Source: an optimization exercise on an open RTL-to-GDS flow (aim: small area, a short achievable clock period and few clock cycles per item). Production flows keep margins and buffers that such runs may drop. Only simulation tests tie the RTL to the original design; equivalence was not proved.

==> design/flow/design.v <==
package r2b_pkg;
  localparam int PIX_W      = 16;
  localparam int BYTE_W     = 8;
  localparam int CFG_W      = 13;
  localparam int CFG_IDX_W  = 1;
  localparam int DIM_EXT_W  = 17;    
  localparam int MAX_WIDTH_DEF  = 4096;
  localparam int MAX_HEIGHT_DEF = 4096;
  localparam logic [CFG_IDX_W-1:0] REG_IMAGE_WIDTH  = 1'd0;
  localparam logic [CFG_IDX_W-1:0] REG_IMAGE_HEIGHT = 1'd1;
  localparam logic [CFG_W-1:0] WIDTH_RST  = 13'd320;
  localparam logic [CFG_W-1:0] HEIGHT_RST = 13'd240;
  localparam int IDX_W     = 6;
  localparam int HDR_LEN   = 54;
  localparam int PIX_BYTES = 3;
  localparam logic [IDX_W-1:0] OFS_SIG_B   = 6'd0;
  localparam logic [IDX_W-1:0] OFS_SIG_M   = 6'd1;
  localparam logic [IDX_W-1:0] OFS_FSIZE   = 6'd2;
  localparam logic [IDX_W-1:0] OFS_DATA    = 6'd10;
  localparam logic [IDX_W-1:0] OFS_INFO    = 6'd14;
  localparam logic [IDX_W-1:0] OFS_WIDTH   = 6'd18;
  localparam logic [IDX_W-1:0] OFS_HEIGHT  = 6'd22;
  localparam logic [IDX_W-1:0] OFS_PLANES  = 6'd26;
  localparam logic [IDX_W-1:0] OFS_BPP     = 6'd28;
  localparam logic [IDX_W-1:0] OFS_ISIZE   = 6'd34;
  localparam logic [7:0]  SIG_B      = 8'h42;
  localparam logic [7:0]  SIG_M      = 8'h4D;
  localparam logic [31:0] DATA_OFS   = 32'd54;
  localparam logic [31:0] INFO_SIZE  = 32'd40;
  localparam logic [7:0]  PLANES     = 8'd1;
  localparam logic [7:0]  BPP        = 8'd24;
  localparam logic [7:0]  FULL_SCALE = 8'd255;
  localparam logic [13:0] RECIP31    = 14'd8457;    
  localparam int          SHIFT31    = 18;
  localparam logic [14:0] RECIP63    = 15'd16645;   
  localparam int          SHIFT63    = 20;
  typedef enum logic [2:0] {
    ST_IDLE,
    ST_CALC,
    ST_HDR,
    ST_PIX,
    ST_PAD
  } ctl_state_e;
  typedef enum logic [1:0] {
    SEL_HDR,
    SEL_PIX,
    SEL_PAD
  } byte_sel_e;
  typedef struct packed {
    logic      load_pix;
    logic      calc;
    logic      clr_idx;
    logic      inc_idx;
    logic      emit;
    byte_sel_e sel;
  } ctl_cmd_t;
  typedef struct packed {
    logic first;
    logic hdr_last;
    logic pix_last;
    logic pad_last;
    logic pad_none;
    logic out_free;
  } dp_status_t;
endpackage
import r2b_pkg::*;
module r2b_ctrl (
  input  logic                clk_i,
  input  logic                rst_ni,
  input  logic                in_valid_i,
  output logic                in_ready_o,
  input  r2b_pkg::dp_status_t status_i,
  output r2b_pkg::ctl_cmd_t   cmd_o
);
  r2b_pkg::ctl_state_e state_q, state_d;
  logic       finish;
  always_ff @(posedge clk_i or negedge rst_ni) begin
    if (!rst_ni) begin
      state_q <= ST_IDLE;
    end else begin
      state_q <= state_d;
    end
  end
  always_comb begin
    state_d     = state_q;
    in_ready_o  = 1'b0;
    finish      = 1'b0;
    cmd_o       = '0;
    cmd_o.sel   = SEL_HDR;
    case (state_q)
      ST_IDLE: begin
        in_ready_o = 1'b1;
        if (in_valid_i) begin
          cmd_o.load_pix = 1'b1;
          cmd_o.clr_idx  = 1'b1;
          state_d        = status_i.first ? ST_CALC : ST_PIX;
        end
      end
      ST_CALC: begin
        cmd_o.calc = 1'b1;
        state_d    = ST_HDR;
      end
      ST_HDR: begin
        if (status_i.out_free) begin
          cmd_o.emit    = 1'b1;
          cmd_o.sel     = SEL_HDR;
          cmd_o.inc_idx = 1'b1;
          if (status_i.hdr_last) begin
            cmd_o.clr_idx = 1'b1;
            state_d       = ST_PIX;
          end
        end
      end
      ST_PIX: begin
        if (status_i.out_free) begin
          cmd_o.emit    = 1'b1;
          cmd_o.sel     = SEL_PIX;
          cmd_o.inc_idx = 1'b1;
          if (status_i.pix_last) begin
            cmd_o.clr_idx = 1'b1;
            if (status_i.pad_none) begin
              finish = 1'b1;
            end else begin
              state_d = ST_PAD;
            end
          end
        end
      end
      ST_PAD: begin
        if (status_i.out_free) begin
          cmd_o.emit    = 1'b1;
          cmd_o.sel     = SEL_PAD;
          cmd_o.inc_idx = 1'b1;
          if (status_i.pad_last) begin
            cmd_o.clr_idx = 1'b1;
            finish        = 1'b1;
          end
        end
      end
      default: state_d = ST_IDLE;
    endcase
    if (finish) begin
      in_ready_o = 1'b1;
      state_d    = ST_IDLE;
      if (in_valid_i) begin
        cmd_o.load_pix = 1'b1;
        state_d        = status_i.first ? ST_CALC : ST_PIX;
      end
    end
  end
endmodule
import r2b_pkg::*;
module r2b_datapath #(
  parameter int MAX_WIDTH  = r2b_pkg::MAX_WIDTH_DEF,
  parameter int MAX_HEIGHT = r2b_pkg::MAX_HEIGHT_DEF
) (
  input  logic                          clk_i,
  input  logic                          rst_ni,
  input  r2b_pkg::ctl_cmd_t             cmd_i,
  output r2b_pkg::dp_status_t           status_o,
  input  logic [r2b_pkg::PIX_W-1:0]     pixel_i,
  input  logic                          cfg_we_i,
  input  logic [r2b_pkg::CFG_IDX_W-1:0] cfg_idx_i,
  input  logic [r2b_pkg::CFG_W-1:0]     cfg_data_i,
  output logic                          out_valid_o,
  input  logic                          out_ready_i,
  output logic [r2b_pkg::BYTE_W-1:0]    out_byte_o,
  output logic                          out_last_o,
  output logic                          out_eoi_o
);
  function automatic logic [7:0] scale5(logic [4:0] v);
    logic [12:0] x;
    logic [26:0] p;
    x = 13'(v) * 13'(FULL_SCALE);
    p = 27'(x) * 27'(RECIP31);
    scale5 = p[SHIFT31 +: 8];
  endfunction
  function automatic logic [7:0] scale6(logic [5:0] v);
    logic [13:0] x;
    logic [28:0] p;
    x = 14'(v) * 14'(FULL_SCALE);
    p = 29'(x) * 29'(RECIP63);
    scale6 = p[SHIFT63 +: 8];
  endfunction
  function automatic logic [7:0] le_byte(logic [31:0] word, logic [IDX_W-1:0] pos,
                                         logic [IDX_W-1:0] base);
    logic [IDX_W-1:0] k;
    k = pos - base;
    le_byte = word[{k[1:0], 3'b000} +: 8];
  endfunction
  function automatic logic [7:0] hdr_byte(logic [IDX_W-1:0] idx, logic [31:0] w,
                                          logic [31:0] h, logic [31:0] img_size);
    logic [7:0] b;
    b = 8'h00;
    if (idx == OFS_SIG_B) begin
      b = SIG_B;
    end else if (idx == OFS_SIG_M) begin
      b = SIG_M;
    end else if (idx >= OFS_FSIZE && idx <= OFS_FSIZE+6'd3) begin
      b = le_byte(DATA_OFS + img_size, idx, OFS_FSIZE);
    end else if (idx >= OFS_DATA && idx <= OFS_DATA+6'd3) begin
      b = le_byte(DATA_OFS, idx, OFS_DATA);
    end else if (idx >= OFS_INFO && idx <= OFS_INFO+6'd3) begin
      b = le_byte(INFO_SIZE, idx, OFS_INFO);
    end else if (idx >= OFS_WIDTH && idx <= OFS_WIDTH+6'd3) begin
      b = le_byte(w, idx, OFS_WIDTH);
    end else if (idx >= OFS_HEIGHT && idx <= OFS_HEIGHT+6'd3) begin
      b = le_byte(32'd0 - h, idx, OFS_HEIGHT);
    end else if (idx == OFS_PLANES) begin
      b = PLANES;
    end else if (idx == OFS_BPP) begin
      b = BPP;
    end else if (idx >= OFS_ISIZE && idx <= OFS_ISIZE+6'd3) begin
      b = le_byte(img_size, idx, OFS_ISIZE);
    end else begin
      b = 8'h00;
    end
    hdr_byte = b;
  endfunction
  localparam int WW = $clog2(MAX_WIDTH + 1);
  localparam int HW = $clog2(MAX_HEIGHT + 1);
  localparam int CW = (MAX_WIDTH > 1) ? $clog2(MAX_WIDTH) : 1;
  localparam int RW = (MAX_HEIGHT > 1) ? $clog2(MAX_HEIGHT) : 1;
  localparam int BW = WW + 2;    
  logic [CFG_W-1:0]     width_q, height_q;
  logic [CW-1:0]        col_q, col_d;
  logic [RW-1:0]        row_q, row_d;
  logic [PIX_W-1:0]     pix_q;
  logic                 frame_end_q;
  logic [1:0]           pad_q;
  logic [IDX_W-1:0]     idx_q;
  logic [31:0]          img_size_q;
  logic                 out_valid_q;
  logic [BYTE_W-1:0]    byte_q, byte_d;
  logic                 last_q, last_d;
  logic                 eoi_q;
  logic [DIM_EXT_W-1:0] w_ext, h_ext, w_lim, h_lim;
  logic [WW-1:0]        w;
  logic [HW-1:0]        h;
  logic [BW-1:0]        row_sum, row_bytes;
  logic [BW+HW-1:0]     img_prod;
  logic                 row_end, frame_end;
  logic                 out_free;
  always_ff @(posedge clk_i or negedge rst_ni) begin
    if (!rst_ni) begin
      width_q  <= WIDTH_RST;
      height_q <= HEIGHT_RST;
    end else if (cfg_we_i) begin
      case (cfg_idx_i)
        REG_IMAGE_WIDTH:  width_q  <= cfg_data_i;
        REG_IMAGE_HEIGHT: height_q <= cfg_data_i;
        default: ;
      endcase
    end
  end
  always_comb begin
    w_ext = DIM_EXT_W'(width_q);
    h_ext = DIM_EXT_W'(height_q);
    if (width_q == '0) begin
      w_lim = DIM_EXT_W'(1);
    end else if (w_ext > DIM_EXT_W'(MAX_WIDTH)) begin
      w_lim = DIM_EXT_W'(MAX_WIDTH);
    end else begin
      w_lim = w_ext;
    end
    if (height_q == '0) begin
      h_lim = DIM_EXT_W'(1);
    end else if (h_ext > DIM_EXT_W'(MAX_HEIGHT)) begin
      h_lim = DIM_EXT_W'(MAX_HEIGHT);
    end else begin
      h_lim = h_ext;
    end
    w = WW'(w_lim);
    h = HW'(h_lim);
  end
  assign row_end   = ((WW+1)'(col_q) + (WW+1)'(1)) >= (WW+1)'(w);
  assign frame_end = row_end && (((HW+1)'(row_q) + (HW+1)'(1)) >= (HW+1)'(h));
  always_comb begin
    col_d = col_q;
    row_d = row_q;
    if (frame_end) begin
      col_d = '0;
      row_d = '0;
    end else if (row_end) begin
      col_d = '0;
      row_d = row_q + RW'(1);
    end else begin
      col_d = col_q + CW'(1);
    end
  end
  always_ff @(posedge clk_i or negedge rst_ni) begin
    if (!rst_ni) begin
      col_q <= '0;
      row_q <= '0;
    end else if (cmd_i.load_pix) begin
      col_q <= col_d;
      row_q <= row_d;
    end
  end
  always_ff @(posedge clk_i) begin
    if (cmd_i.load_pix) begin
      pix_q       <= pixel_i;
      frame_end_q <= frame_end;
      pad_q       <= row_end ? 2'(w) : 2'd0;
    end
  end
  assign row_sum   = {2'b00, w} + {1'b0, w, 1'b0} + BW'(3);
  assign row_bytes = {row_sum[BW-1:2], 2'b00};
  assign img_prod  = {{HW{1'b0}}, row_bytes} * {{BW{1'b0}}, h};
  always_ff @(posedge clk_i) begin
    if (cmd_i.calc) begin
      img_size_q <= 32'(img_prod);
    end
  end
  always_ff @(posedge clk_i or negedge rst_ni) begin
    if (!rst_ni) begin
      idx_q <= '0;
    end else if (cmd_i.clr_idx) begin
      idx_q <= '0;
    end else if (cmd_i.inc_idx) begin
      idx_q <= idx_q + IDX_W'(1);
    end
  end
  assign out_free = !out_valid_q || out_ready_i;
  always_comb begin
    status_o.first    = (col_q == '0) && (row_q == '0);
    status_o.hdr_last = (idx_q == IDX_W'(HDR_LEN - 1));
    status_o.pix_last = (idx_q == IDX_W'(PIX_BYTES - 1));
    status_o.pad_last = ((idx_q[1:0] + 2'd1) == pad_q);
    status_o.pad_none = (pad_q == 2'd0);
    status_o.out_free = out_free;
  end
  always_comb begin
    byte_d = '0;
    last_d = 1'b0;
    case (cmd_i.sel)
      SEL_HDR: begin
        byte_d = hdr_byte(idx_q, 32'(w), 32'(h), img_size_q);
      end
      SEL_PIX: begin
        case (idx_q[1:0])
          2'd0:    byte_d = scale5(pix_q[4:0]);
          2'd1:    byte_d = scale6(pix_q[10:5]);
          default: byte_d = scale5(pix_q[15:11]);
        endcase
        last_d = status_o.pix_last && status_o.pad_none;
      end
      SEL_PAD: begin
        byte_d = '0;
        last_d = status_o.pad_last;
      end
      default: ;
    endcase
  end
  always_ff @(posedge clk_i or negedge rst_ni) begin
    if (!rst_ni) begin
      out_valid_q <= 1'b0;
    end else if (cmd_i.emit) begin
      out_valid_q <= 1'b1;
    end else if (out_ready_i) begin
      out_valid_q <= 1'b0;
    end
  end
  always_ff @(posedge clk_i) begin
    if (cmd_i.emit) begin
      byte_q <= byte_d;
      last_q <= last_d;
      eoi_q  <= last_d && frame_end_q;
    end
  end
  assign out_valid_o = out_valid_q;
  assign out_byte_o  = byte_q;
  assign out_last_o  = last_q;
  assign out_eoi_o   = eoi_q;
endmodule
import r2b_pkg::*;
module rgb565_to_bmp24_stream_writer #(
  parameter int MAX_WIDTH  = r2b_pkg::MAX_WIDTH_DEF,
  parameter int MAX_HEIGHT = r2b_pkg::MAX_HEIGHT_DEF
) (
  input  logic                          clk_i,
  input  logic                          rst_ni,
  input  logic                          pix_valid_i,
  output logic                          pix_ready_o,
  input  logic [r2b_pkg::PIX_W-1:0]     pix_rgb565_i,
  output logic                          out_valid_o,
  input  logic                          out_ready_i,
  output logic [r2b_pkg::BYTE_W-1:0]    out_byte_o,
  output logic                          out_last_of_run_o,
  output logic                          out_end_of_image_o,
  input  logic                          cfg_we_i,
  input  logic [r2b_pkg::CFG_IDX_W-1:0] cfg_idx_i,
  input  logic [r2b_pkg::CFG_W-1:0]     cfg_data_i
);
  r2b_pkg::ctl_cmd_t   cmd;
  r2b_pkg::dp_status_t status;
  r2b_ctrl u_ctrl (
    .clk_i      (clk_i),
    .rst_ni     (rst_ni),
    .in_valid_i (pix_valid_i),
    .in_ready_o (pix_ready_o),
    .status_i   (status),
    .cmd_o      (cmd)
  );
  r2b_datapath #(
    .MAX_WIDTH  (MAX_WIDTH),
    .MAX_HEIGHT (MAX_HEIGHT)
  ) u_datapath (
    .clk_i       (clk_i),
    .rst_ni      (rst_ni),
    .cmd_i       (cmd),
    .status_o    (status),
    .pixel_i     (pix_rgb565_i),
    .cfg_we_i    (cfg_we_i),
    .cfg_idx_i   (cfg_idx_i),
    .cfg_data_i  (cfg_data_i),
    .out_valid_o (out_valid_o),
    .out_ready_i (out_ready_i),
    .out_byte_o  (out_byte_o),
    .out_last_o  (out_last_of_run_o),
    .out_eoi_o   (out_end_of_image_o)
  );
endmodule
==> design/flow/run.sh <==
#!/bin/bash
# synth_recipe.tcl (not shown) runs the flow's synth.tcl, then flattens the netlist and writes it again
# the make line also repeats each setting of config.mk as NAME=value (left out here)
make -C /OpenROAD-flow-scripts/flow DESIGN_CONFIG=/design/flow/config.mk WORK_HOME=/design/flow/orfs CLKGATE_MAP_FILE= SYNTH_SCRIPT=/design/flow/synth_recipe.tcl finish
==> design/flow/config.mk <==
export PLATFORM = sky130hd
export DESIGN_NAME = rgb565_to_bmp24_stream_writer
export DESIGN_NICKNAME = rgb565_to_bmp24_stream_writer
export VERILOG_FILES = /design/flow/design.v
export SDC_FILE = /design/flow/constraint.sdc
export NUM_CORES = 4
export LEC_CHECK = 0
export CAP_MARGIN = 20
export CORE_MARGIN = 2
export CORE_UTILIZATION = 40
export SLEW_MARGIN = 20
==> design/flow/constraint.sdc <==
create_clock -name core_clock -period 9.0 [get_ports {clk_i}]
set_input_delay 1.8000 -clock core_clock [delete_from_list [all_inputs] [get_ports {clk_i}]]
set_output_delay 1.8000 -clock core_clock [all_outputs]
set_load 0.01 [all_outputs]
==> flow_summary.toml <==
[global_route]
grt_pass1_wl_microns = 87900
busiest_layer = "met2"
grt.total_usage = 0.207
grt_pass1_vias = 17200
grt_remaining_overflow = 0
gr-usage-met1 = 0.265
grtUsageMet2 = 0.351
antenna_found_initial = 0
gr-usage-met3 = 0.0367
grt_start_max_net_pins = 61

[floorplan]
die_area_sq_um = 53400
rows = 83
core_area_sq_um = 51200
pin_count = 47
chipWidth_microns = 231
start_util = 0.403
die_h_microns = 231

[synth]
seq_area_frac_synth = 0.153
synth_top_area_share = 0.235
ys_ff_latch = 115
syn_area_sq_um = 20600
synth_edf_count = 55
async_reset_ff_frac = 0.522
yosysWarnings = 2
postSynthAreaPerCell_sq_um = 8.89
synthCells = 2323
ys.flop_type = "edfxtp_1"
synth_area_leaders = "ha_1 23%, fa_1 18%, edfxtp_1 8.0%"
synth_cell_types = 88
synth_area_leader_cell = "ha_1"
syn-num-nets = 2927

[cts]
clk_pin_slew_ps = 60
insertion_delay_ps = 470
cts_sinks = 115
root_buffer = "clkbuf_16"
htree_num_levels = 4
cts_tree = "done"
cts_max_path_buffers = 2
cts_buffers = 17

[timing]
finalHoldViolCount = 0
setup_viol = 0
rsz0062_at_grt = "false"
fin_crit_sh = 0.946
slew_headroom = 0.382
final.setup.tns_ps = 0
tightest_slew_ps = 924
fin_crit_ps = 8520
finClkSkew_ps = 14.4
max_freq_mhz = 117
slew_violations = 0

[setup_path]
cp-end-kind = "register"
required_ps = 9180
cp_slowest_cell = "fa_2"
critPathTopFamily = "adder cells"
worst_setup_path_start_kind = "register"
critPathMaxStageDelay_ps = 750
path_buf_inv = 4
arrival_ps = 8700
crit_type = "reg -> reg"
cp_common_cell = "ha_1"
cp_max_fo = 6

[routing]
totalWireLength_microns = 53400
via_per_inst = 5.44
wl_per_cell_microns = 17.4
drtIter0Drc = 1070
ant_nets = 0
drtPass1Iterations = 5
drc = 0
vias = 16600

[outcome]
status = "finished clean"

[final_layout]
fin_cells = 3058
syn_to_final_growth_pct = 9.27
fin_nets = 2969
drive_gt1_frac = 0.0568
diodes = 0

[placed_design]
place_congestion = 0.935
port_buffers = 46
dp.cells = 3021
post-dp-hpwl_microns = 44200

[worst_hold_path]
hold_class = "reg -> reg"

[run]
cap_violations = 0
## state kept, by name (all words and copies together), names as in the netlist, 6 cells and up
signal,flops
u_datapath.row_q,12
u_datapath.pix_q,16
u_datapath.byte_q,8
u_datapath.img_size_q,26
u_datapath.idx_q,6
u_datapath.col_q,12
u_datapath.width_q,13
u_datapath.height_q,13
## layout by cell type (no fill, tap or decap), drive strengths merged, types with 9 or more instances in the layout
| cell | count |
|---|---|
| ha | 387 |
| inv | 383 |
| nand2 | 194 |
| nor2 | 184 |
| fa | 182 |
| a21oi | 97 |
| xnor2 | 80 |
| o21ai | 73 |
| edfxtp | 55 |
| dfrtp | 54 |
| nand3 | 47 |
| xor2 | 47 |
| clkdlybuf4s50 | 45 |
| nor2b | 38 |
| nor3 | 34 |
| buf | 31 |
| mux2 | 29 |
| a211oi | 27 |
| nor4 | 24 |
| nand2b | 23 |
| and3 | 23 |
| nand4 | 20 |
| clkbuf | 20 |
| a21o | 18 |
| and2 | 16 |
| o311ai | 16 |
| mux2i | 15 |
| o22ai | 14 |
| o211ai | 13 |
| o21a | 12 |
| or3 | 12 |
| a31oi | 11 |
| o2111ai | 9 |
| o21bai | 9 |
| or2 | 9 |
| clkinv | 9 |
## synthesized netlist by cell type, drive strengths merged (7+ instances only)
master	n
ha	387
inv	378
nand2	194
nor2	184
fa	182
a21oi	97
xnor2	80
o21ai	73
edfxtp	55
dfrtp	54
nand3	47
xor2	47
clkbuf	44
nor2b	38
nor3	34
mux2	29
a211oi	27
nor4	24
and3	23
nand2b	23
nand4	20
a21o	18
and2	16
o311ai	16
mux2i	15
o22ai	14
o211ai	13
o21a	12
or3	12
a31oi	11
buf	9
o2111ai	9
o21bai	9
or2	9
and4	8
o221ai	8
o2bb2ai	7
## cell families (layout without fill, tap and decap cells)
family,count (synthesis),in the layout,synth area share
AND/OR/NAND/NOR,645,645,0.149
adder cells (fa/ha/maj),569,569,0.411
buffers and inverters,436,491,0.0796
AO/OA/AOI/OAI,384,384,0.127
XOR/XNOR,127,127,0.0539
flip-flops,115,115,0.153
multiplexers,47,47,0.0264
## through the flow
| stage | instance area, sq um | hold WS [ps] | util | worst slack, ps |
|---|---|---|---|---|
| floorplan | 20600 | 495 | - | 1030 |
| global placement | 21900 | 512 | 0.428 | 612 |
| detailed placement | 21900 | 519 | 0.428 | 351 |
| CTS | 22500 | 536 | 0.439 | 287 |
| global route | 22600 | 546 | 0.441 | 35.8 |
| finish | 22600 | 528 | 0.441 | 484 |
## worst register-to-register path, delay by kind of cell (launching register included)
family          cells  cell delay [ps]
compound gates     10             2570
xor+xnor            1              160
fa+ha+maj          10             3990
buf+inv             4              240
flops               1              500
mux                 1              280
simple gates        3              480
## what timing repair did
| action | in CTS | in global routing |
|---|---|---|
| buffers inserted | 0 | 5 |
| resized for setup | 0 | 7 |
| setup endpoints to repair | 0 | 6 |
| hold buffers | 0 | 0 |
## path summary, 6_finish.rpt
path	depth (start not counted)	to	startpoint	slack [ps]
min in group asynchronous	2	u_datapath.out_valid_q	rst_ni	1510
setup / recovery	29	u_datapath.byte_q[7]	u_datapath.pix_q[8]	480
max in group asynchronous	2	u_datapath.idx_q[3]	rst_ni	6980
setup reg to reg	29	u_datapath.byte_q[7]	u_datapath.pix_q[8]	480
hold reg to reg	1	u_datapath.eoi_q	u_datapath.frame_end_q	530
hold / removal	1	u_datapath.eoi_q	u_datapath.frame_end_q	530
## layout make-up
cell class,instances,area [sq um]
Tap cell,680,851
Sequential cell,115,3160
Fill cell,5015,28600
Inverter,383,1440
Clock inverter,12,105
Timing Repair Buffer,76,681
Clock buffer,20,447
Multi-Input combinational cell,1772,15900
## metal layers
layer	vias up	part of all wire
met5	-	0
met2	407	0.49
li1	8032	-
met4	0	0.029
met1	8096	0.44
met3	102	0.050
Testbench counts, summed over its fixed seeds: cycles 80,112, pixels 25,456.

## afterwards: timing with drivers on the ports
The results above use ideal ports. As a check the final layout listed here was re-extracted and re-timed, cells and wires unchanged. Step 1 (the two cells are an assumption about what drives the block):
set clk [get_ports {clk_i}]
set_driving_cell -lib_cell sky130_fd_sc_hd__clkbuf_16 $clk
set_driving_cell -lib_cell sky130_fd_sc_hd__buf_2 [delete_from_list [all_inputs] $clk]
Step 2 also shifts input and output timing later by t, the mid clock arrival at the registers, as if the neighbouring blocks saw the same clock. a / b / c = ideal ports / drivers / drivers and shift; a / b = the first two.
t (ns): 0.512
setup WS [ns]: 0.484 / 0.484 / 0.484
slew at the worst register clock pin (ns): 0.06 / 0.06
After both steps setup and hold are still met in this run. The setup slack of this run moves by 0.000 ns with the drivers and by 0.000 ns with both steps.
